Context: an optimization exercise on an open-source flow, tuned for small area, a short achievable clock period and few clock cycles per item. The choices shown serve that exercise and are no tape-out recipe. Function was checked by simulation only, so behaviour that the tests miss may differ from the original. Power is estimated from default activity; no workload was simulated.

==> run.sh <==
#!/bin/bash
# synth_recipe.tcl (not shown) runs the flow's synth.tcl, then flattens the netlist and writes it again
# the make line also repeats each setting of config.mk as NAME=value (left out here)
make -C /OpenROAD-flow-scripts/flow DESIGN_CONFIG=/design/flow/config.mk WORK_HOME=/design/flow/orfs CLKGATE_MAP_FILE= SYNTH_SCRIPT=/design/flow/synth_recipe.tcl finish
==> config.mk <==
export PLATFORM = sky130hd
export DESIGN_NAME = sorted_list_insert_delete
export DESIGN_NICKNAME = sorted_list_insert_delete
export VERILOG_FILES = /design/flow/design.v
export SDC_FILE = /design/flow/constraint.sdc
export NUM_CORES = 4
export LEC_CHECK = 0
export CAP_MARGIN = 20
export CORE_MARGIN = 2
export CORE_UTILIZATION = 40
export CTS_CLUSTER_DIAMETER = 100
export CTS_CLUSTER_SIZE = 20
export SETUP_SLACK_MARGIN = 3.5
export SLEW_MARGIN = 20
export TNS_END_PERCENT = 30
==> constraint.sdc <==
create_clock -name core_clock -period 6.0 [get_ports {clock}]
set_input_delay 1.2000 -clock core_clock [delete_from_list [all_inputs] [get_ports {clock}]]
set_output_delay 1.2000 -clock core_clock [all_outputs]
set_load 0.01 [all_outputs]
==> design.v <==
package sli_pkg;
   localparam int ValueWidth = 32;
   localparam int CountWidth = 5;
   typedef enum logic [1:0] {
      ACT_INSERT = 2'd0,
      ACT_DELETE = 2'd1,
      ACT_LIST   = 2'd2,
      ACT_NONE   = 2'd3
   } action_type;
   typedef enum logic [1:0] {
      ST_OK       = 2'd0,
      ST_FULL     = 2'd1,
      ST_EMPTY    = 2'd2,
      ST_NOTFOUND = 2'd3
   } status_type;
endpackage
module sli_ram #(
   parameter int Width = 32,
   parameter int Depth = 16
) (
   input  logic                     clock,
   input  logic                     wr_en,
   input  logic [$clog2(Depth)-1:0] wr_addr,
   input  logic [Width-1:0]         wr_data,
   input  logic [$clog2(Depth)-1:0] rd_addr,
   output logic [Width-1:0]         rd_data
);
   logic [Width-1:0] mem [Depth];
   always_ff @(posedge clock) begin
      if (wr_en) begin
         mem[wr_addr] <= wr_data;
      end
      rd_data <= mem[rd_addr];
   end
endmodule
module sli_ctrl #(
   parameter int Capacity = 16
) (
   input  logic                           clock,
   input  logic                           reset,
   input  logic                           in_valid,
   output logic                           in_ready,
   input  logic [1:0]                     in_action,
   input  logic [sli_pkg::ValueWidth-1:0] in_value,
   output logic                           out_valid,
   input  logic                           out_ready,
   output logic [1:0]                     out_status,
   output logic [sli_pkg::ValueWidth-1:0] out_entry,
   output logic [sli_pkg::CountWidth-1:0] out_count,
   output logic                           out_last
);
   localparam int NW = $clog2(Capacity + 1);
   localparam int VW = sli_pkg::ValueWidth;
   localparam int RW = 2 + VW + NW + 1;      
   logic [VW-1:0]     ent_ff [Capacity];
   logic [NW-1:0]     count_ff;
   logic [Capacity-1:0] vld_ff;              
   logic              iv_ff;
   logic [1:0]        iact_ff;
   logic [VW-1:0]     ivaln_ff;           
   logic              cv_ff;
   logic [1:0]        cact_ff;
   logic [VW-1:0]     cval_ff;
   logic [Capacity-1:0] cc_ff [4];
   logic              cins_ff, cdel_ff, crot_ff;   
   logic              exec_ff, step_ff, cload_ff, ins_ff, delr_ff, rot_ff;
   logic              rdy_ff;
   logic              lact_ff;
   logic [NW-1:0]     lrem_ff;
   logic              qv0_ff, qv1_ff;
   logic [RW-1:0]     q0_ff;
   logic [RW-VW-1:0]  q1_ff;                 
   logic              exec, step, rot, ins, del, push, pop, cload, lok;
   logic [Capacity-1:0] vld, lt, top, nvld;
   logic [Capacity-1:0] rc [4];
   logic [3:0]        vc;
   logic              full, empty, found;
   logic [NW-1:0]     ncount;
   logic [VW-1:0]     vbus;
   logic [RW-1:0]     res;
   localparam int HW = VW / 2;
   function automatic logic [1:0] cmp_half(input logic [HW-1:0] a, input logic [HW-1:0] bn);
      logic [HW-1:0] k, p;
      k = a & bn;
      p = a ^ bn;
      for (int l = 1; l < HW; l = l * 2) begin
         for (int j = 0; j < HW; j = j + 2 * l) begin
            k[j] = k[j+l] | (p[j+l] & k[j]);
            p[j] = p[j+l] & p[j];
         end
      end
      cmp_half = {~k[0] & ~p[0], p[0]};
   endfunction
   function automatic logic [3:0] cmp_split(input logic [VW-1:0] a, input logic [VW-1:0] bn);
      logic [VW-1:0] ua, ubn;
      ua  = {~a[VW-1], a[VW-2:0]};
      ubn = {~bn[VW-1], bn[VW-2:0]};
      cmp_split = {cmp_half(ua[VW-1:HW], ubn[VW-1:HW]), cmp_half(ua[HW-1:0], ubn[HW-1:0])};
   endfunction
   assign full  = vld_ff[Capacity-1];
   assign empty = !vld_ff[0];
   assign pop   = qv0_ff && out_ready;
   assign lok   = !qv0_ff || out_ready;
   assign exec  = exec_ff && (!crot_ff || lok);
   assign step  = step_ff && lok;
   assign push  = exec || step;
   assign cload = cload_ff;
   assign in_ready = rdy_ff;
   always_comb begin
      for (int i = 0; i < Capacity; i++) begin
         logic [3:0] c;
         vld[i] = vld_ff[i];
         top[i] = vld_ff[i] && ((i == Capacity - 1) || !vld_ff[(i+1)%Capacity]);
         lt[i]  = cc_ff[0][i] || (cc_ff[1][i] && cc_ff[2][i]);
         c = cmp_split(ent_ff[i], ivaln_ff);
         for (int f = 0; f < 4; f++) rc[f][i] = c[3-f];
      end
   end
   assign found = |(cc_ff[1] & cc_ff[3]);
   assign ins = ins_ff;
   assign del = delr_ff && found;
   assign rot = rot_ff && lok;
   assign ncount = ins ? count_ff + NW'(1) : del ? count_ff - NW'(1) : count_ff;
   always_comb begin
      nvld = ins ? {vld[Capacity-2:0], 1'b1} : del ? {1'b0, vld[Capacity-1:1]} : vld;
   end
   assign vbus = rot ? ent_ff[0] : cval_ff;
   logic [Capacity-1:0] s_hold, s_dn, s_up, s_v;
   always_comb begin
      for (int i = 0; i < Capacity; i++) begin
         logic below_lt;
         below_lt = (i == 0) ? 1'b1 : lt[(i+Capacity-1)%Capacity];
         s_v[i]  = (ins && !lt[i] && below_lt) || (rot && top[i]);
         s_dn[i] = ins && !lt[i] && !below_lt;
         s_up[i] = ((del && !lt[i]) || (rot && !top[i])) && (i < Capacity - 1);
         s_hold[i] = !(s_v[i] || s_dn[i] || s_up[i]);
      end
   end
   always_ff @(posedge clock) begin
      for (int i = 0; i < Capacity; i++) begin
         ent_ff[i] <= ({VW{s_hold[i]}} & ent_ff[i])
                    | ({VW{s_dn[i]}} & ent_ff[(i+Capacity-1)%Capacity])
                    | ({VW{s_up[i]}} & ent_ff[(i+1)%Capacity])
                    | ({VW{s_v[i]}} & vbus);
      end
   end
   logic [Capacity-1:0] src [4];
   logic [Capacity-1:0] mc [4];
   always_comb begin
      logic [3:0] c;
      c = cmp_split(cval_ff, ivaln_ff);
      for (int f = 0; f < 4; f++) begin
         src[f] = cload ? rc[f] : cc_ff[f];
         vc[f] = rot ? src[f][0] : c[3-f];
         for (int i = 0; i < Capacity; i++) begin
            mc[f][i] = (s_hold[i] & src[f][i])
                     | (s_dn[i] & src[f][(i+Capacity-1)%Capacity])
                     | (s_up[i] & src[f][(i+1)%Capacity])
                     | (s_v[i] & vc[f]);
         end
      end
      mc[0] = mc[0] & nvld;
      mc[1] = mc[1] & nvld;
   end
   always_ff @(posedge clock) begin
      for (int f = 0; f < 4; f++) cc_ff[f] <= mc[f];
      cins_ff <= ncins; cdel_ff <= ncdel; crot_ff <= ncrot;
   end
   logic niv, ncv, nlact, nqv1, ncins, ncdel, ncrot, nexec, nstep;
   always_comb begin
      ncins = cload ? (iact_ff == sli_pkg::ACT_INSERT) && !nvld[Capacity-1] : cins_ff;
      ncdel = cload ? (iact_ff == sli_pkg::ACT_DELETE) : cdel_ff;
      ncrot = cload ? (iact_ff == sli_pkg::ACT_LIST) && nvld[0] : crot_ff;
      niv = (in_valid && in_ready) || (iv_ff && !cload);
      ncv = cload || (cv_ff && !exec);
      if (exec) nlact = crot_ff && (count_ff > NW'(1));
      else if (step && lrem_ff == NW'(1)) nlact = 1'b0;
      else nlact = lact_ff;
      if (pop) nqv1 = qv1_ff && push;
      else nqv1 = qv1_ff || (qv0_ff && push);
      nexec = ncv && !nlact && !nqv1;
      nstep = nlact && !nqv1;
   end
   always_comb begin
      logic [1:0]    st;
      logic [NW-1:0] cn;
      logic          last;
      st = sli_pkg::ST_OK; cn = count_ff; last = 1'b1;
      if (step) begin
         last = (lrem_ff == NW'(1));
      end else begin
         case (cact_ff)
            sli_pkg::ACT_INSERT: begin
               if (full) st = sli_pkg::ST_FULL;
               else cn = count_ff + NW'(1);
            end
            sli_pkg::ACT_DELETE: begin
               if (empty) st = sli_pkg::ST_EMPTY;
               else if (!found) st = sli_pkg::ST_NOTFOUND;
               else cn = count_ff - NW'(1);
            end
            sli_pkg::ACT_LIST: begin
               if (empty) st = sli_pkg::ST_EMPTY;
               else last = (count_ff == NW'(1));
            end
            default: ;
         endcase
      end
      res = {last, cn, rot ? ent_ff[0] : VW'(0), st};
   end
   always_ff @(posedge clock) begin
      if (reset) begin
         count_ff <= '0; vld_ff <= '0; iv_ff <= 1'b0; cv_ff <= 1'b0; lact_ff <= 1'b0;
         qv0_ff <= 1'b0; qv1_ff <= 1'b0; rdy_ff <= 1'b1;
         exec_ff <= 1'b0; step_ff <= 1'b0; cload_ff <= 1'b0;
         ins_ff <= 1'b0; delr_ff <= 1'b0; rot_ff <= 1'b0;
      end else begin
         exec_ff <= nexec;
         cload_ff <= niv && (!ncv || (nexec && !ncrot));
         step_ff <= nstep;
         ins_ff <= nexec && ncins;
         delr_ff <= nexec && ncdel;
         rot_ff <= nstep || (nexec && ncrot);
         rdy_ff <= !niv || !ncv || (nexec && !ncrot);
         if (in_valid && in_ready) iv_ff <= 1'b1;
         else if (cload) iv_ff <= 1'b0;
         if (cload) cv_ff <= 1'b1;
         else if (exec) cv_ff <= 1'b0;
         vld_ff <= nvld;
         if (ins) count_ff <= count_ff + NW'(1);
         if (del) count_ff <= count_ff - NW'(1);
         lact_ff <= nlact;
         if (pop) begin
            qv0_ff <= qv1_ff || push;
            qv1_ff <= qv1_ff && push;
         end else if (!qv0_ff) begin
            qv0_ff <= push;
         end else if (push) begin
            qv1_ff <= 1'b1;
         end
      end
      if (in_valid && in_ready) begin
         iact_ff <= in_action; ivaln_ff <= ~in_value;
      end
      if (cload) begin
         cact_ff <= iact_ff; cval_ff <= ~ivaln_ff;
      end
      if (exec) lrem_ff <= count_ff - NW'(1);
      else if (step) lrem_ff <= lrem_ff - NW'(1);
      if (pop) begin
         q0_ff <= qv1_ff ? {q1_ff[RW-VW-1:2], VW'(0), q1_ff[1:0]} : res;
         q1_ff <= {res[RW-1:VW+2], res[1:0]};
      end else if (!qv0_ff) begin
         q0_ff <= res;
      end else if (!qv1_ff) begin
         q1_ff <= {res[RW-1:VW+2], res[1:0]};
      end
   end
   assign out_valid  = qv0_ff;
   assign out_status = q0_ff[1:0];
   assign out_entry  = q0_ff[VW+1:2];
   assign out_count  = sli_pkg::CountWidth'(q0_ff[RW-2:VW+2]);
   assign out_last   = q0_ff[RW-1];
endmodule
module sorted_list_insert_delete #(
   parameter int CAPACITY = 16
) (
   input  logic        clock,
   input  logic        reset,
   input  logic        req_tvalid,
   output logic        req_tready,
   input  logic [39:0] req_tdata,    
   output logic        rsp_tvalid,
   input  logic        rsp_tready,
   output logic [39:0] rsp_tdata,    
   output logic        rsp_tlast
);
   logic [1:0]  st;
   logic [31:0] ent;
   logic [4:0]  cnt;
   sli_ctrl #(.Capacity(CAPACITY)) u_ctrl (
      .clock, .reset,
      .in_valid(req_tvalid), .in_ready(req_tready),
      .in_action(req_tdata[1:0]), .in_value(req_tdata[33:2]),
      .out_valid(rsp_tvalid), .out_ready(rsp_tready),
      .out_status(st), .out_entry(ent), .out_count(cnt), .out_last(rsp_tlast)
   );
   assign rsp_tdata = {1'b0, cnt, ent, st};
endmodule
==> results.py, run 1 <==
metrics = {
    "logic_synthesis": {
        "async_reset_ff_frac": 0,
        "syn_inst": 4809,
        "ys_seq_elements": 733,
        "syn_avg_cell_area_um2": 8.88,
        "syn_area_um2": 42700,
        "synth_nets": 5402,
        "ys.flop_type": "dfxtp_1",
        "ys_types": 79,
        "yosys_warnings": 6,
        "seq_area_frac_synth": 0.372,
        "synth_edf_count": 121,
    },
    "sta": {
        "tightest_slew_ns": 1.23,
        "skew_ns": 0.0445,
        "rsz0062_at_grt": "yes",
        "tns_ns": 0,
        "hold_violations": 0,
        "drv_slew": 0,
        "fin_crit_sh": 0.478,
        "setup_viol": 0,
        "layout_min_cycle_time_ns": 2.87,
        "hold-worst-slack_ns": 0.466,
        "clock.fmax_mhz": 349,
        "slew_headroom": 0.181,
    },
    "clock_tree": {
        "clk-insertion-delay-late_ns": 0.64,
        "cts_tree": "yes",
        "htree_levels": 2,
        "cts_hold_buf": 0,
        "cts.sinks": 733,
        "cts_buffers": 43,
        "cts_root_buf": "clkbuf_16",
        "clkTransAtPathRegs_ns": 0.09,
        "clock_path_buffers": 3,
    },
    "cells_and_area": {
        "final_common_cell": "nand2_1",
        "layout_common_cells": "nand2_1 (1097), dfxtp_1 (594), ha_1 (525)",
        "n_antenna_cell": 0,
        "syn2layout_area_growth_pct": 20.6,
        "fin_nets": 5589,
        "drive_gt1_frac": 0.148,
        "fill_cells": 9744,
        "stdcell_area_um2": 51500,
    },
    "worst_setup_path": {
        "criticalPathCategory": "reg -> reg",
        "r2r-start": "u_ctrl.ivaln_ff[26]$_DFFE_PP_",
        "r2r_setup_slack_ns": 3.13,
        "endpoint_kind": "flip-flop",
        "r2r-end": "u_ctrl.cc_ff[0][1]$_DFF_P_",
        "cp.required_ns": 6.52,
        "startpoint_type": "flip-flop",
        "arrival_ns": 3.39,
        "worst_r2r_path_depth": 11,
        "worstPathMaxFanout": 7,
    },
    "pwr": {
        "p_per_area_nw_per_um2": 234,
        "p_int_mw": 7.94,
        "p_seq_frac": 0.517,
        "switchingPower_mw": 4.09,
        "ir_drop_mv": 0.249,
        "power_leakage_nw": 23.6,
        "clkPwrFrac": 0.261,
        "combPwrFrac": 0.222,
        "switching_share": 0.340,
    },
    "detailed_routing": {
        "wire_per_inst_um": 25.2,
        "drc": 0,
        "vias": 41000,
        "final_antenna_net_count": 0,
        "drtIter0Drc": 6565,
        "first_pass_iters": 9,
        "via_per_inst": 6.40,
        "wl_um": 161000,
    },
    "place": {
        "port_buffers": 79,
        "gp_congestion": 0.907,
        "placed_area_um2": 45000,
        "hpwl_um": 105000,
    },
    "grt": {
        "track_usage": 0.262,
        "grt_first_pass_wirelength_um": 226000,
        "grt_pass1_vias": 37900,
        "antenna_found_initial": 6,
        "grt_max_degree": 55,
        "grt_overflow": 0,
    },
    "worst_hold_path": {
        "whs_path_depth": 1,
        "min_path_type": "reg -> reg",
        "min_to": "u_ctrl.cdel_ff$_DFF_P_",
        "hp-start": "u_ctrl.cdel_ff$_DFF_P_",
    },
    "floorplanning": {
        "pin_count": 87,
        "num_rows": 119,
        "fp.dieArea_um2": 109000,
        "start_util": 0.404,
        "coreArea_um2": 106000,
        "dieHeight_um": 331,
        "dieWidth_um": 331,
    },
    "run_status": {
        "outcome": "complete, no violations",
    },
    "job": {
        "max_cap_viol_count": 0,
    },
}
==> worst max-delay path by stage <==
stage                                       start                            to  cells past startpoint
floorplan                              rsp_tready    u_ctrl.cc_ff[0][9]$_DFF_P_                     10
global placement                       rsp_tready  u_ctrl.ent_ff[14][5]$_DFF_P_                      8
detailed placement                     rsp_tready  u_ctrl.ent_ff[11][1]$_DFF_P_                      8
CTS                  u_ctrl.ivaln_ff[4]$_DFFE_PP_   u_ctrl.cc_ff[2][14]$_DFF_P_                     10
global route         u_ctrl.ivaln_ff[4]$_DFFE_PP_    u_ctrl.cc_ff[2][2]$_DFF_P_                     10
finish              u_ctrl.ivaln_ff[26]$_DFFE_PP_    u_ctrl.cc_ff[0][1]$_DFF_P_                     11
==> Yosys cell counts, types with 11 or more instances <==
library cell	n	area, um^2
a211oi_1	26	195
a32oi_1	11	96.3
a2111oi_0	23	201
o21ai_0	159	796
clkbuf_1	216	811
buf_6	22	248
nor3_1	40	200
buf_2	48	240
nor2_1	156	586
dfxtp_1	612	12300
nand4_1	94	588
o2bb2ai_1	11	96.3
nand2_1	1170	4390
o211ai_1	15	113
ha_1	549	6870
a21o_1	48	360
nand3_1	82	410
nor4_1	13	81.3
nand2b_1	18	113
a211o_1	21	184
a222oi_1	485	4850
a31oi_1	18	113
edfxtp_1	121	3630
and4_1	21	184
and3_1	61	382
nor2b_1	21	131
a21oi_1	268	1340
a22oi_1	66	495
inv_1	145	544
o21a_1	46	345
a221o_1	13	130
or3_1	12	75.1
o22ai_1	37	231
==> power groups by stage <==
stage	combinational, mW	clock (mW)	sequential [mW]
6_report	2.68	3.14	6.21
2_1_floorplan	1.52	0	6.05
5_1_grt	2.97	3.34	6.27
3_3_place_gp	2.04	0	6.28
3_5_place_dp	2.13	0	6.29
4_1_cts	2.50	3.18	6.16
==> cell type report <==
class | instances | area (um^2) | area share
Multi-Input combinational cell | 3681 | 27700 | 0.538
Inverter | 146 | 557 | 0.0108
Clock inverter | 5 | 41.3 | 0.000802
Sequential cell | 733 | 15900 | 0.309
Tap cell | 1391 | 1740 | 0.0338
Timing Repair Buffer | 391 | 4410 | 0.0856
Clock buffer | 56 | 1130 | 0.0220
==> what timing repair did <==
item	in CTS	in global routing
setup buffers	154	46
endpoints found under the setup margin	667	634
pin swaps	104	177
resized for setup	285	259
gates cloned	25	40
==> per-layer routing <==
layer	global-route usage	up-vias	share of wire
met5	0	-	0.00020
met4	0.0881	4	0.041
met3	0.0296	340	0.090
met2	0.422	2022	0.45
met1	0.363	19600	0.42
li1	-	19000	-
==> sequential cells by signal, summed over array words and instances, names as in the netlist, 2 cells and up <==
register / cells
u_ctrl.q1_ff: 8
u_ctrl.cc_ff: 64
u_ctrl.q0_ff: 40
u_ctrl.count_ff: 5
u_ctrl.iact_ff: 2
u_ctrl.vld_ff: 16
u_ctrl.ent_ff: 512
u_ctrl.ivaln_ff: 32
u_ctrl.cval_ff: 32
u_ctrl.lrem_ff: 5
u_ctrl.cact_ff: 2
==> metrics by stage <==
step | util | setup WS [ns] | power, mW | cells
2_1_floorplan | - | 3.10 | 7.56 | 4809
3_3_place_gp | 0.427 | 1.73 | 8.32 | 6077
3_5_place_dp | 0.427 | 1.68 | 8.43 | 6077
4_1_cts | 0.469 | 3.11 | 11.8 | 6317
5_1_grt | 0.488 | 3.10 | 12.6 | 6403
6_report | 0.488 | 3.13 | 12.0 | 6403
==> cell families (layout without fill, tap and decap cells) <==
logic type                 after synthesis  after routing  synth area share
muxes                                   12             12           0.00305
other                                    1              1         0.0000878
adders and majority gates              549            549             0.161
xor gates and xnor gates                14             14           0.00287
buffers and inverters                  441            598            0.0445
and+or+nand+nor                       1714           1733             0.172
AOI/OAI and AO/OA                     1345           1372             0.244
DFF                                    733            733             0.372
==> worst max-delay path: stages (launching register included) <==
cell and delay (ns):
edfxtp_1 0.46, buf_12 0.19, ha_4 0.27, nand4_1 0.17, nor4_4 0.47, nand2_1 0.13, nand4_1 0.15, buf_6 0.14
buf_12 0.11, nand3_4 0.21, a221oi_2 0.34, a21oi_1 0.11
Testbench counts, summed over its fixed seeds: cycles 6,685, items 3,200.
==> run 2: changes to the inputs <==
--- a/design.v
+++ b/design.v
@@ -70,5 +70,4 @@
    logic              qv0_ff, qv1_ff;
-   logic [RW-1:0]     q0_ff;
-   logic [RW-VW-1:0]  q1_ff;                 
-   logic              exec, step, rot, ins, del, push, pop, cload, lok;
+   logic [RW-1:0]     q0_ff, q1_ff;
+   logic              exec, step, rot, ins, del, push, pop, cload;
    logic [Capacity-1:0] vld, lt, top, nvld;
@@ -101,7 +100,6 @@
    assign empty = !vld_ff[0];
+   assign exec  = exec_ff;
+   assign step  = step_ff;
+   assign push  = exec || step;
    assign pop   = qv0_ff && out_ready;
-   assign lok   = !qv0_ff || out_ready;
-   assign exec  = exec_ff && (!crot_ff || lok);
-   assign step  = step_ff && lok;
-   assign push  = exec || step;
    assign cload = cload_ff;
@@ -121,3 +119,3 @@
    assign del = delr_ff && found;
-   assign rot = rot_ff && lok;
+   assign rot = rot_ff;
    assign ncount = ins ? count_ff + NW'(1) : del ? count_ff - NW'(1) : count_ff;
@@ -211,2 +209,6 @@
    always_ff @(posedge clock) begin
+      ivaln_ff <= ({VW{in_valid && in_ready}} & ~in_value)
+                | ({VW{!(in_valid && in_ready)}} & ivaln_ff);
+   end
+   always_ff @(posedge clock) begin
       if (reset) begin
@@ -218,4 +220,4 @@
          exec_ff <= nexec;
-         cload_ff <= niv && (!ncv || (nexec && !ncrot));
          step_ff <= nstep;
+         cload_ff <= niv && (!ncv || nexec);
          ins_ff <= nexec && ncins;
@@ -223,3 +225,3 @@
          rot_ff <= nstep || (nexec && ncrot);
-         rdy_ff <= !niv || !ncv || (nexec && !ncrot);
+         rdy_ff <= !niv || !ncv || (!nlact && !nqv1);
          if (in_valid && in_ready) iv_ff <= 1'b1;
@@ -242,3 +244,3 @@
       if (in_valid && in_ready) begin
-         iact_ff <= in_action; ivaln_ff <= ~in_value;
+         iact_ff <= in_action;
       end
@@ -250,4 +252,4 @@
       if (pop) begin
-         q0_ff <= qv1_ff ? {q1_ff[RW-VW-1:2], VW'(0), q1_ff[1:0]} : res;
-         q1_ff <= {res[RW-1:VW+2], res[1:0]};
+         q0_ff <= qv1_ff ? q1_ff : res;
+         q1_ff <= res;
       end else if (!qv0_ff) begin
@@ -255,3 +257,3 @@
       end else if (!qv1_ff) begin
-         q1_ff <= {res[RW-1:VW+2], res[1:0]};
+         q1_ff <= res;
       end
--- a/config.mk
+++ b/config.mk
@@ -10,6 +10,3 @@
 export CORE_UTILIZATION = 40
-export CTS_CLUSTER_DIAMETER = 100
-export CTS_CLUSTER_SIZE = 20
 export SETUP_SLACK_MARGIN = 3.5
 export SLEW_MARGIN = 20
-export TNS_END_PERCENT = 30
==> run 2 against run 1 <==
  * Setup slack gained 0.031 ns
  * Critical path depth shrank 1
  * Via count shrank 1.1%
  * Die area grew 4.2%
  * Still clean
  * Sequential share of layout area grew 0.84 points
  * Critical path type unchanged
  * First-iteration DRC count shrank 36%
  * Register-to-register slack gained 0.03 ns
  * Core utilization shrank 0.67 points
  * Worst hold slack lost 0.017 ns
  * Combinational power grew 27%
  * Clock power grew 77%
  * Total power grew 33%
==> results.py, run 2 <==
metrics = {
    "cells_and_area": {
        "largestRegisters": "u_ctrl.ent_ff (512), u_ctrl.cc_ff (64)",
        "largest_reg_flops": 512,
        "fin_util": 0.481,
        "regMostFlops": "u_ctrl.ent_ff",
        "final_cell_count_no_fill": 6610,
        "layout_common_cells": "nand2_1 (677), o21ai_0 (657), dfxtp_1 (596)",
        "final_common_cell": "nand2_1",
        "stdcell_area_um2": 53200,
        "drive_gt1_frac": 0.127,
        "fin_nets": 5645,
        "fill_cells": 10500,
        "syn2layout_area_growth_pct": 19.5,
    },
    "worst_setup_path": {
        "worstPathMaxFanout": 15,
        "cp.buffers_inverters": 2,
        "path_cells": "buf_12, buf_4, ha_1, nand4_1, nor3_1, o2111ai_1, a32oi_1, o22ai_1, a221oi_2, nor2_1",
        "arrival_ns": 3.39,
        "cp.required_ns": 6.55,
        "slowest_delay_ns": 0.46,
        "startpoint_type": "flip-flop",
        "criticalPathCategory": "reg -> reg",
        "critPathSlowestCell": "a32oi_1",
        "cp_top_family": "compound AO/OA/AOI/OAI gates",
        "worst_r2r_path_depth": 10,
        "r2r_setup_slack_ns": 3.16,
        "endpoint_kind": "flip-flop",
        "r2r-end": "u_ctrl.cc_ff[0][4]$_DFF_P_",
    },
    "sta": {
        "hold_violations": 0,
        "hold-worst-slack_ns": 0.449,
        "clock.fmax_mhz": 352,
        "layout_min_cycle_time_ns": 2.84,
        "tns_ns": 0,
        "fin_ws_ns": 3.16,
        "tightest_slew_ns": 0.946,
        "setup_viol": 0,
        "slew_headroom": 0.369,
        "skew_ns": 0.0234,
        "rsz0062_at_grt": "yes",
        "fin_crit_sh": 0.473,
        "drv_slew": 0,
    },
    "logic_synthesis": {
        "syn_inst": 4944,
        "ys.flop_type": "dfxtp_1",
        "syn_area_um2": 44500,
        "synth_edf_count": 153,
        "yosys_warnings": 6,
        "ys_types": 71,
        "synth_nets": 5537,
        "syn_avg_cell_area_um2": 9.00,
        "synth.area.top_cells": "dfxtp_1 (28%), ha_1 (15%), a221o_1 (10%), edfxtp_1 (10%), o21ai_0 (7.5%)",
        "yosysTopAreaCellShare": 0.275,
        "async_reset_ff_frac": 0,
        "synth_commonest_cells": "nand2_1 (684), o21ai_0 (664), dfxtp_1 (612), ha_1 (549), a221o_1 (459)",
        "seq_area_frac_synth": 0.379,
        "synth.most_common_cell": "nand2_1",
        "synth_top_area_cell": "dfxtp_1",
        "ys_seq_elements": 765,
    },
    "floorplanning": {
        "coreArea_um2": 111000,
        "fp.dieArea_um2": 114000,
        "start_util": 0.403,
        "num_rows": 122,
        "dieWidth_um": 338,
        "pin_count": 87,
        "dieHeight_um": 338,
    },
    "detailed_routing": {
        "via_per_inst": 6.13,
        "vias": 40500,
        "wire_per_inst_um": 22.2,
        "first_pass_iters": 6,
        "wl_um": 147000,
        "drc": 0,
        "final_antenna_net_count": 0,
        "drtIter0Drc": 4169,
    },
    "grt": {
        "track_usage": 0.246,
        "grt_first_pass_wirelength_um": 225000,
        "grt_pass1_vias": 38600,
        "grt_max_degree": 70,
        "antenna_found_initial": 1,
        "grt_overflow": 0,
    },
    "place": {
        "gp_congestion": 0.915,
        "placed_area_um2": 46900,
        "port_buffers": 79,
        "place_ws_ns": 2.36,
        "hpwl_um": 107000,
        "place_inst": 6306,
    },
    "clock_tree": {
        "cts_hold_buf": 0,
        "clk-insertion-delay-late_ns": 0.67,
        "clkTransAtPathRegs_ns": 0.06,
        "cts_buffers": 89,
        "clock_path_buffers": 3,
        "htree_levels": 3,
        "cts_tree": "yes",
        "cts.sinks": 765,
        "cts_root_buf": "clkbuf_16",
    },
    "worst_hold_path": {
        "hp-start": "u_ctrl.cins_ff$_DFF_P_",
        "whs_path_depth": 2,
        "min_to": "u_ctrl.cins_ff$_DFF_P_",
        "min_path_type": "reg -> reg",
    },
    "pwr": {
        "totalPowerFinal_mw": 16.0,
        "ir_drop_mv": 0.187,
        "switchingPower_mw": 4.99,
        "power_leakage_nw": 21.3,
        "p_seq_frac": 0.440,
        "combPwrFrac": 0.213,
        "p_per_area_nw_per_um2": 301,
        "switching_share": 0.312,
        "p_int_mw": 11.0,
        "clkPwrFrac": 0.347,
    },
    "run_status": {
        "outcome": "complete, no violations",
    },
    "job": {
        "max_cap_viol_count": 0,
    },
}
## run 2: cell types whose count changed after synthesis, sizes merged, moves of 26 or more
| cell | before | now |
|---|---|---|
| o21ai | 173 | 693 |
| a21boi | 8 | 40 |
| edfxtp | 121 | 153 |
| nand2 | 1171 | 684 |
| a222oi | 485 | 0 |
| o21a | 46 | 20 |
| a221o | 13 | 459 |
## run 2: power groups by stage
stage	Sequential [mW]	Clock [mW]	Combinational, mW
after floorplan	6.82	0	2.24
after global placement	7.10	0	2.88
after detailed placement	7.12	0	3.02
after CTS	6.99	5.61	3.26
after global routing	7.15	5.81	3.83
final	7.04	5.55	3.40
## run 2: logic make-up after synthesis
kind of cell    count (synthesis)  share of synthesized area
compound gates               1884                      0.294
flops                         765                      0.379
simple gates                 1268                      0.128
other cells                     1                  0.0000843
xor+xnor                       15                    0.00295
fa+ha+maj                     549                      0.154
mux                             5                    0.00115
buf+inv                       457                     0.0410
## run 2: final cells by class
type / count / area, um^2 / share of cell area
Multi-Input combinational cell: 3726 / 27400 / 0.515
Sequential cell: 765 / 16900 / 0.317
Antenna cell: 1 / 2.50 / 0.0000471
Clock inverter: 21 / 206 / 0.00388
Inverter: 141 / 552 / 0.0104
Timing Repair Buffer: 329 / 3570 / 0.0672
Clock buffer: 139 / 2730 / 0.0513
Tap cell: 1488 / 1860 / 0.0350
## run 2: tightest hold or removal path, delay by kind of cell (launching register included)
kind | cells | cell delay, ns
DFF | 1 | 0.31
and+or+nand+nor | 2 | 0.11
## run 2: worst max path at each step
stage | start | to | slack [ns] | depth (start not counted)
3_5_place_dp | u_ctrl.delr_ff$_SDFF_PP0_ | u_ctrl.ent_ff[0][7]$_DFF_P_ | 2.36 | 7
5_1_grt | flip-flop | u_ctrl.cc_ff[0][10]$_DFF_P_ | 3.04 | 11
4_1_cts | flip-flop | u_ctrl.cc_ff[0][10]$_DFF_P_ | 3.17 | 11
2_1_floorplan | flip-flop | u_ctrl.cc_ff[0][10]$_DFF_P_ | 3.43 | 8
3_3_place_gp | u_ctrl.delr_ff$_SDFF_PP0_ | u_ctrl.ent_ff[7][25]$_DFF_P_ | 2.44 | 6
6_report | flip-flop | u_ctrl.cc_ff[0][4]$_DFF_P_ | 3.16 | 10
## run 2: per-layer routing
| layer | up-vias | GRT usage | wire length (um) | share of wire |
|---|---|---|---|---|
| li1 | 19400 | - | - | - |
| met1 | 19600 | 0.360 | 69600 | 0.47 |
| met2 | 1364 | 0.389 | 64700 | 0.44 |
| met3 | 221 | 0.0220 | 8660 | 0.059 |
| met4 | 0 | 0.0634 | 3670 | 0.025 |
| met5 | - | 0 | 0 | 0 |
## run 2: timing repair
action | in CTS | in global routing
cloned | 9 | 10
setup endpoints to repair | 674 | 598
resized for setup | 276 | 180
buffers inserted | 86 | 38
pin swaps | 48 | 138
Testbench counts of run 2, summed over its fixed seeds: cycles 6,685, items 3,200.
==> run 3: changes to the inputs <==
--- a/config.mk
+++ b/config.mk
@@ -12 +12,2 @@
 export SLEW_MARGIN = 20
+export TNS_END_PERCENT = 30
==> run 3 against run 2 <==
  * Worst hold slack lost 0.00083 ns
  * Non-clock buffer count grew 3
  * Maximum frequency grew 3.2%
  * Register-to-register slack gained 0.09 ns
  * Critical path depth is the same
  * Cell count grew 0.14%
  * Sequential cell count is the same
  * Wire length grew 2.2%
  * Combinational power grew 3%
  * Global-route usage shrank 0.32 points
  * Setup slack gained 0.088 ns
  * Clock-buffer cell count grew 3
  * Highest routed layer is now met5
==> results.py, run 3 <==
metrics = {
    "run_status": {
        "outcome": "complete, no violations",
    },
    "grt": {
        "track_usage": 0.243,
        "grt_first_pass_wirelength_um": 222000,
        "antenna_found_initial": 2,
        "grt_max_degree": 70,
        "grt_pass1_vias": 38400,
        "grt_overflow": 0,
    },
    "detailed_routing": {
        "wire_per_inst_um": 22.6,
        "met1Wirelength_um": 70400,
        "via_per_inst": 6.13,
        "top_layer_used": "met5",
        "final_antenna_net_count": 0,
        "met3_length_um": 9730,
        "vias": 40600,
        "drtIter0Drc": 4021,
        "first_pass_iters": 6,
        "wl_um": 150000,
        "drc": 0,
        "wl_met2_um": 66000,
    },
    "logic_synthesis": {
        "syn_inst": 4944,
        "synth_commonest_cells": "nand2_1 (684), o21ai_0 (664), dfxtp_1 (612), ha_1 (549), a221o_1 (459)",
        "ys.flop_type": "dfxtp_1",
        "ys_types": 71,
        "synth_edf_count": 153,
        "synth_top_area_cell": "dfxtp_1",
        "syn_area_um2": 44500,
        "yosysTopAreaCellShare": 0.275,
        "ys_seq_elements": 765,
        "async_reset_ff_frac": 0,
        "seq_area_frac_synth": 0.379,
        "yosys_warnings": 6,
        "synth.most_common_cell": "nand2_1",
        "synth.area.top_cells": "dfxtp_1 (28%), ha_1 (15%), a221o_1 (10%), edfxtp_1 (10%), o21ai_0 (7.5%)",
        "synth_nets": 5537,
        "syn_avg_cell_area_um2": 9.00,
    },
    "sta": {
        "hold_violations": 0,
        "layout_min_cycle_time_ns": 2.75,
        "tns_ns": 0,
        "rsz0062_at_grt": "yes",
        "setup_viol": 0,
        "clock.fmax_mhz": 364,
        "drv_slew": 0,
        "slew_headroom": 0.297,
        "fin_crit_sh": 0.458,
        "skew_ns": 0.0166,
        "hold-worst-slack_ns": 0.448,
        "tightest_slew_ns": 1.05,
    },
    "clock_tree": {
        "clk-insertion-delay-late_ns": 0.66,
        "htree_levels": 3,
        "clock_path_buffers": 3,
        "cts.sinks": 765,
        "cts_root_buf": "clkbuf_16",
        "cts_hold_buf": 0,
        "clkTransAtPathRegs_ns": 0.06,
        "cts_tree": "yes",
        "cts_buffers": 89,
    },
    "pwr": {
        "switching_share": 0.315,
        "p_per_area_nw_per_um2": 298,
        "combPwrFrac": 0.219,
        "totalPowerFinal_mw": 16.0,
        "switchingPower_mw": 5.05,
        "clkPwrFrac": 0.342,
        "p_int_mw": 11.0,
        "ir_drop_mv": 0.222,
        "power_leakage_nw": 21.9,
        "p_seq_frac": 0.440,
    },
    "worst_setup_path": {
        "cp.buffers_inverters": 2,
        "critPathSlowestCell": "edfxtp_1",
        "cp.required_ns": 6.53,
        "r2r_setup_slack_ns": 3.25,
        "startpoint_type": "flip-flop",
        "slowest_delay_ns": 0.48,
        "path_cells": "buf_6, ha_4, nand4_1, nor4_2, o211ai_1, a32oi_4, o22ai_4, buf_12, a2111oi_4, nor2_1",
        "r2r-end": "u_ctrl.cc_ff[0][1]$_DFF_P_",
        "endpoint_kind": "flip-flop",
        "worstPathMaxFanout": 8,
        "worst_r2r_path_depth": 10,
        "cp_top_family": "compound AO/OA/AOI/OAI gates",
        "criticalPathCategory": "reg -> reg",
        "arrival_ns": 3.28,
    },
    "floorplanning": {
        "start_util": 0.403,
        "coreArea_um2": 111000,
        "num_rows": 122,
        "pin_count": 87,
        "dieWidth_um": 338,
        "dieHeight_um": 338,
        "fp.dieArea_um2": 114000,
    },
    "cells_and_area": {
        "regMostFlops": "u_ctrl.ent_ff",
        "final_common_cell": "nand2_1",
        "final_cell_count_no_fill": 6619,
        "drive_gt1_frac": 0.134,
        "largest_reg_flops": 512,
        "syn2layout_area_growth_pct": 20.8,
        "fill_cells": 10500,
        "fin_nets": 5649,
        "layout_common_cells": "nand2_1 (679), o21ai_0 (656), dfxtp_1 (596)",
        "largestRegisters": "u_ctrl.ent_ff (512), u_ctrl.cc_ff (64)",
    },
    "place": {
        "place_inst": 6303,
        "hpwl_um": 107000,
        "port_buffers": 79,
        "gp_congestion": 0.910,
    },
    "worst_hold_path": {
        "whs_path_depth": 2,
        "min_path_type": "reg -> reg",
        "hp-start": "u_ctrl.cins_ff$_DFF_P_",
        "min_to": "u_ctrl.cins_ff$_DFF_P_",
    },
    "job": {
        "max_cap_viol_count": 0,
    },
}
[run 3: logic make-up (layout without fill, tap and decap cells)]
group / after synthesis / after routing / synth area share
other: 1 / 3 / 0.0000843
muxes: 5 / 5 / 0.00115
and+or+nand+nor: 1268 / 1268 / 0.128
AOI/OAI and AO/OA: 1884 / 1889 / 0.294
adders and majority gates: 549 / 549 / 0.154
buffers and inverters: 457 / 637 / 0.0410
DFF: 765 / 765 / 0.379
xor gates and xnor gates: 15 / 15 / 0.00295
[run 3: tightest hold or removal path: cells and delay by family (launching register included)]
family | cells | cell delay (ns)
DFF | 1 | 0.30
and+or+nand+nor | 2 | 0.12
[run 3: power by group through the flow]
stage | registers (mW) | logic (mW) | clock network, mW
after floorplan | 6.82 | 2.24 | 0
after global placement | 7.10 | 2.88 | 0
after detailed placement | 7.12 | 3.02 | 0
after CTS | 6.98 | 3.21 | 5.55
after global routing | 7.15 | 3.92 | 5.76
final | 7.05 | 3.51 | 5.48
[run 3: per-layer routing]
| layer | track usage | vias to the layer above |
|---|---|---|
| met1 | 0.351 | 19500 |
| met5 | 0 | - |
| met2 | 0.385 | 1421 |
| met4 | 0.0583 | 2 |
| li1 | - | 19400 |
| met3 | 0.0285 | 220 |
[run 3: worst max-delay path by stage]
stage | slack (ns) | depth (start not counted) | end | from
finish | 3.25 | 10 | u_ctrl.cc_ff[0][1]$_DFF_P_ | flip-flop
floorplan | 3.43 | 9 | u_ctrl.cc_ff[3][4]$_DFF_P_ | flip-flop
CTS | 3.18 | 12 | u_ctrl.cc_ff[0][12]$_DFF_P_ | flip-flop
global placement | 2.31 | 6 | u_ctrl.ent_ff[0][22]$_DFF_P_ | u_ctrl.delr_ff$_SDFF_PP0_
global route | 3.17 | 10 | u_ctrl.cc_ff[0][1]$_DFF_P_ | flip-flop
detailed placement | 2.39 | 6 | u_ctrl.ent_ff[10][23]$_DFF_P_ | u_ctrl.delr_ff$_SDFF_PP0_
[run 3: repair_timing]
action / in CTS / in global routing
buffers inserted: 63 / 63
gates resized for setup: 128 / 313
setup endpoints to repair: 734 / 606
pin swaps: 28 / 160
gates cloned: 6 / 17
[run 3: final cells by class]
type,instances,area (um^2),area share
multi-input combinational,3727,27800,0.517
clock buffer,142,2670,0.0497
tap,1488,1860,0.0346
clock inverter,22,214,0.00398
timing repair buffer,332,3780,0.0704
antenna,2,5.00,0.0000931
sequential,765,16900,0.314
inverter,141,548,0.0102
[run 3: stage by stage]
stage                     utilization  cell area, um^2  setup slack, ns
after floorplan                     -            44600             3.43
after global placement          0.424            46800             2.31
after detailed placement        0.424            46900             2.39
after CTS                       0.462            51100             3.18
after global routing            0.486            53700             3.17
final                           0.486            53700             3.25
==> run 4: changes to the inputs <==
--- a/config.mk
+++ b/config.mk
@@ -10,2 +10,4 @@
 export CORE_UTILIZATION = 40
+export CTS_CLUSTER_DIAMETER = 100
+export CTS_CLUSTER_SIZE = 20
 export SETUP_SLACK_MARGIN = 3.5
==> run 4 against run 3 <==
  * Still clean on timing, DRC and antenna
  * Cell count is 1.8% lower
  * Clock-buffer cell count is 80 lower
  * Wire length is 4.6% lower
  * Largest power group unchanged
==> results.py, run 4 <==
metrics = {
    "sta": {
        "clock.fmax_mhz": 361,
        "setup_viol": 0,
        "layout_min_cycle_time_ns": 2.77,
        "tns_ns": 0,
        "slew_headroom": 0.316,
        "drv_slew": 0,
        "rsz0062_at_grt": "yes",
        "fin_crit_sh": 0.462,
        "skew_ns": 0.0454,
        "tightest_slew_ns": 1.03,
        "hold_violations": 0,
    },
    "worst_setup_path": {
        "arrival_ns": 3.36,
        "path_cells": "buf_12, ha_1, nand4_1, nor2_1, a2111oi_1, o21ai_1, o22ai_4, clkbuf_16, buf_8, nand2_2, a31oi_1",
        "worst_r2r_path_depth": 11,
        "path_depth": 11,
        "cp.required_ns": 6.59,
        "criticalPathCategory": "reg -> reg",
        "endpoint_kind": "flip-flop",
        "critPathSlowestCell": "edfxtp_1",
        "worstPathMaxFanout": 5,
        "cp_top_family": "compound AO/OA/AOI/OAI gates",
        "slowest_delay_ns": 0.47,
        "cp.buffers_inverters": 3,
        "startpoint_type": "flip-flop",
    },
    "place": {
        "port_buffers": 79,
        "hpwl_um": 107000,
        "place_inst": 6303,
        "gp_congestion": 0.910,
        "placed_area_um2": 46900,
    },
    "grt": {
        "track_usage": 0.240,
        "grt_pass1_vias": 37600,
        "antenna_found_initial": 3,
        "grt_first_pass_wirelength_um": 219000,
        "grt_max_degree": 70,
        "grt_overflow": 0,
    },
    "logic_synthesis": {
        "syn_area_um2": 44500,
        "synth_commonest_cells": "nand2_1 (684), o21ai_0 (664), dfxtp_1 (612), ha_1 (549), a221o_1 (459)",
        "ys_types": 71,
        "synth_nets": 5537,
        "syn_inst": 4944,
        "synth_top_area_cell": "dfxtp_1",
        "synth.area.top_cells": "dfxtp_1 (28%), ha_1 (15%), a221o_1 (10%), edfxtp_1 (10%), o21ai_0 (7.5%)",
        "syn_avg_cell_area_um2": 9.00,
        "async_reset_ff_frac": 0,
        "yosysTopAreaCellShare": 0.275,
        "ys_seq_elements": 765,
        "synth_edf_count": 153,
        "synth.most_common_cell": "nand2_1",
        "yosys_warnings": 6,
        "ys.flop_type": "dfxtp_1",
        "seq_area_frac_synth": 0.379,
    },
    "cells_and_area": {
        "fill_cells": 10700,
        "stdcell_area_um2": 51300,
        "largestRegisters": "u_ctrl.ent_ff (512), u_ctrl.cc_ff (64)",
        "final_cell_count_no_fill": 6500,
        "final_common_cell": "nand2_1",
        "multi_input_comb_area_um2": 27300,
        "largest_reg_flops": 512,
        "fin_nets": 5584,
        "regMostFlops": "u_ctrl.ent_ff",
        "syn2layout_area_growth_pct": 15.2,
        "layout_common_cells": "nand2_1 (679), o21ai_0 (657), dfxtp_1 (596)",
        "seq_area_um2": 16900,
        "drive_gt1_frac": 0.107,
    },
    "clock_tree": {
        "htree_levels": 2,
        "cts_tree": "yes",
        "cts_hold_buf": 0,
        "cts_root_buf": "clkbuf_16",
        "cts_buffers": 45,
        "cts.sinks": 765,
        "clkTransAtPathRegs_ns": 0.09,
        "clk-insertion-delay-late_ns": 0.66,
        "clock_path_buffers": 3,
    },
    "floorplanning": {
        "dieHeight_um": 338,
        "fp.dieArea_um2": 114000,
        "coreArea_um2": 111000,
        "start_util": 0.403,
        "dieWidth_um": 338,
        "num_rows": 122,
        "pin_count": 87,
    },
    "detailed_routing": {
        "drc": 0,
        "final_antenna_net_count": 0,
        "first_pass_iters": 9,
        "vias": 39800,
        "wl_um": 143000,
        "drtIter0Drc": 4045,
        "via_per_inst": 6.12,
        "wire_per_inst_um": 22.0,
    },
    "worst_hold_path": {
        "whs_path_depth": 2,
        "min_path_type": "reg -> reg",
    },
    "pwr": {
        "power_leakage_nw": 20.8,
        "totalPowerFinal_mw": 13.8,
        "ir_drop_mv": 0.206,
        "p_per_area_nw_per_um2": 269,
    },
    "job": {
        "max_cap_viol_count": 0,
    },
    "run_status": {
        "outcome": "complete, no violations",
    },
}
run 4: final cells by class:
cell class | count | share of cell area
timing repair buffer | 313 | 0.0654
clock buffer | 62 | 0.0234
multi-input combinational | 3725 | 0.533
tap | 1488 | 0.0363
sequential | 765 | 0.329
inverter | 141 | 0.0107
clock inverter | 5 | 0.00173
antenna | 1 | 0.0000488
run 4: final timing paths:
| path | from | to | slack (ns) |
|---|---|---|---|
| worst max-delay path | flip-flop | u_ctrl.cc_ff[0][14]$_DFF_P_ | 3.23 |
| worst min-delay path | u_ctrl.cins_ff$_DFF_P_ | u_ctrl.cins_ff$_DFF_P_ | 0.45 |
| worst max register to register | flip-flop | u_ctrl.cc_ff[0][14]$_DFF_P_ | 3.23 |
| worst min register to register | u_ctrl.cins_ff$_DFF_P_ | u_ctrl.cins_ff$_DFF_P_ | 0.45 |
run 4: kinds of logic (layout without fill, tap and decap cells):
| group | Yosys count | count (layout) | synth area share |
|---|---|---|---|
| AOI/OAI and AO/OA | 1884 | 1887 | 0.294 |
| xor gates and xnor gates | 15 | 15 | 0.00295 |
| adders and majority gates | 549 | 549 | 0.154 |
| buffers and inverters | 457 | 521 | 0.0410 |
| DFF | 765 | 765 | 0.379 |
| muxes | 5 | 5 | 0.00115 |
| other | 1 | 2 | 0.0000843 |
| and+or+nand+nor | 1268 | 1268 | 0.128 |
run 4: metal layers:
metal | part of all wire | track usage | routed length, um | up-vias
met5 | 0 | 0 | 0 | -
met4 | 0.020 | 0.0571 | 2910 | 0
met3 | 0.057 | 0.0205 | 8170 | 165
met2 | 0.44 | 0.380 | 63100 | 1282
met1 | 0.48 | 0.351 | 68700 | 19100
li1 | - | - | - | 19200
run 4: timing repair:
action                                  CTS  global route
endpoints found under the setup margin  735           598
cloned                                    6             5
pin swaps                                46            96
resized for setup                       148           211
setup buffers                            68            49
run 4: power breakdown:
part | switching, mW | internal, mW | total (mW)
clock network | 1.89 | 1.49 | 3.38
logic | 1.75 | 1.67 | 3.42
registers | 0.964 | 6.06 | 7.02
run 4: through the flow:
| stage | setup slack (ns) | utilization | hold slack, ns |
|---|---|---|---|
| after floorplan | 3.43 | - | 0.415 |
| after global placement | 2.31 | 0.424 | 0.430 |
| after detailed placement | 2.39 | 0.424 | 0.431 |
| after CTS | 3.23 | 0.449 | 0.453 |
| after global routing | 3.06 | 0.464 | 0.480 |
| final | 3.23 | 0.464 | 0.453 |
run 4: worst register-to-register path, delay by kind of cell, from the launching register on:
family / cells / cell delay (ns)
adders and majority gates: 1 / 0.29
AOI/OAI and AO/OA: 4 / 1.07
DFF: 1 / 0.47
buffers and inverters: 3 / 0.56
and+or+nand+nor: 3 / 0.33

port drivers added, routing unchanged:
Ports are ideal in the flow. The routed layouts listed here were re-timed in OpenROAD.
Step 1: set_driving_cell puts a clkbuf_16 on clock and a buf_2 on each other input, an assumption about the parent block.
Step 2 moves the port delays by t, midway between the first and last clock arrival at a register: inputs arrive t later, outputs are due t later. That takes back most of the time a late clock gives input paths.
Three values: no drivers, after step 1, after step 2; two values: the first two.
run	t, ns	setup slack, ns	hold slack, ns	worst setup path after step 2	worst slew at a driven data input, ns
run 1	0.686	3.132 / 3.132 / 2.572	0.466 / 0.466 / 0.466	input to register	0.07
run 2	0.722	3.162 / 3.162 / 2.926	0.449 / 0.449 / 0.449	input to register	0.04
run 3	0.729	3.251 / 3.232 / 2.919	0.448 / 0.448 / 0.448	input to register	0.04
run 4	0.714	3.228 / 3.228 / 2.925	0.453 / 0.453 / 0.453	input to register	0.04
After both steps setup and hold are still met in every run listed. The setup slack of run 1, which loses most, moves by 0.000 ns with the drivers and by -0.560 ns with both steps.
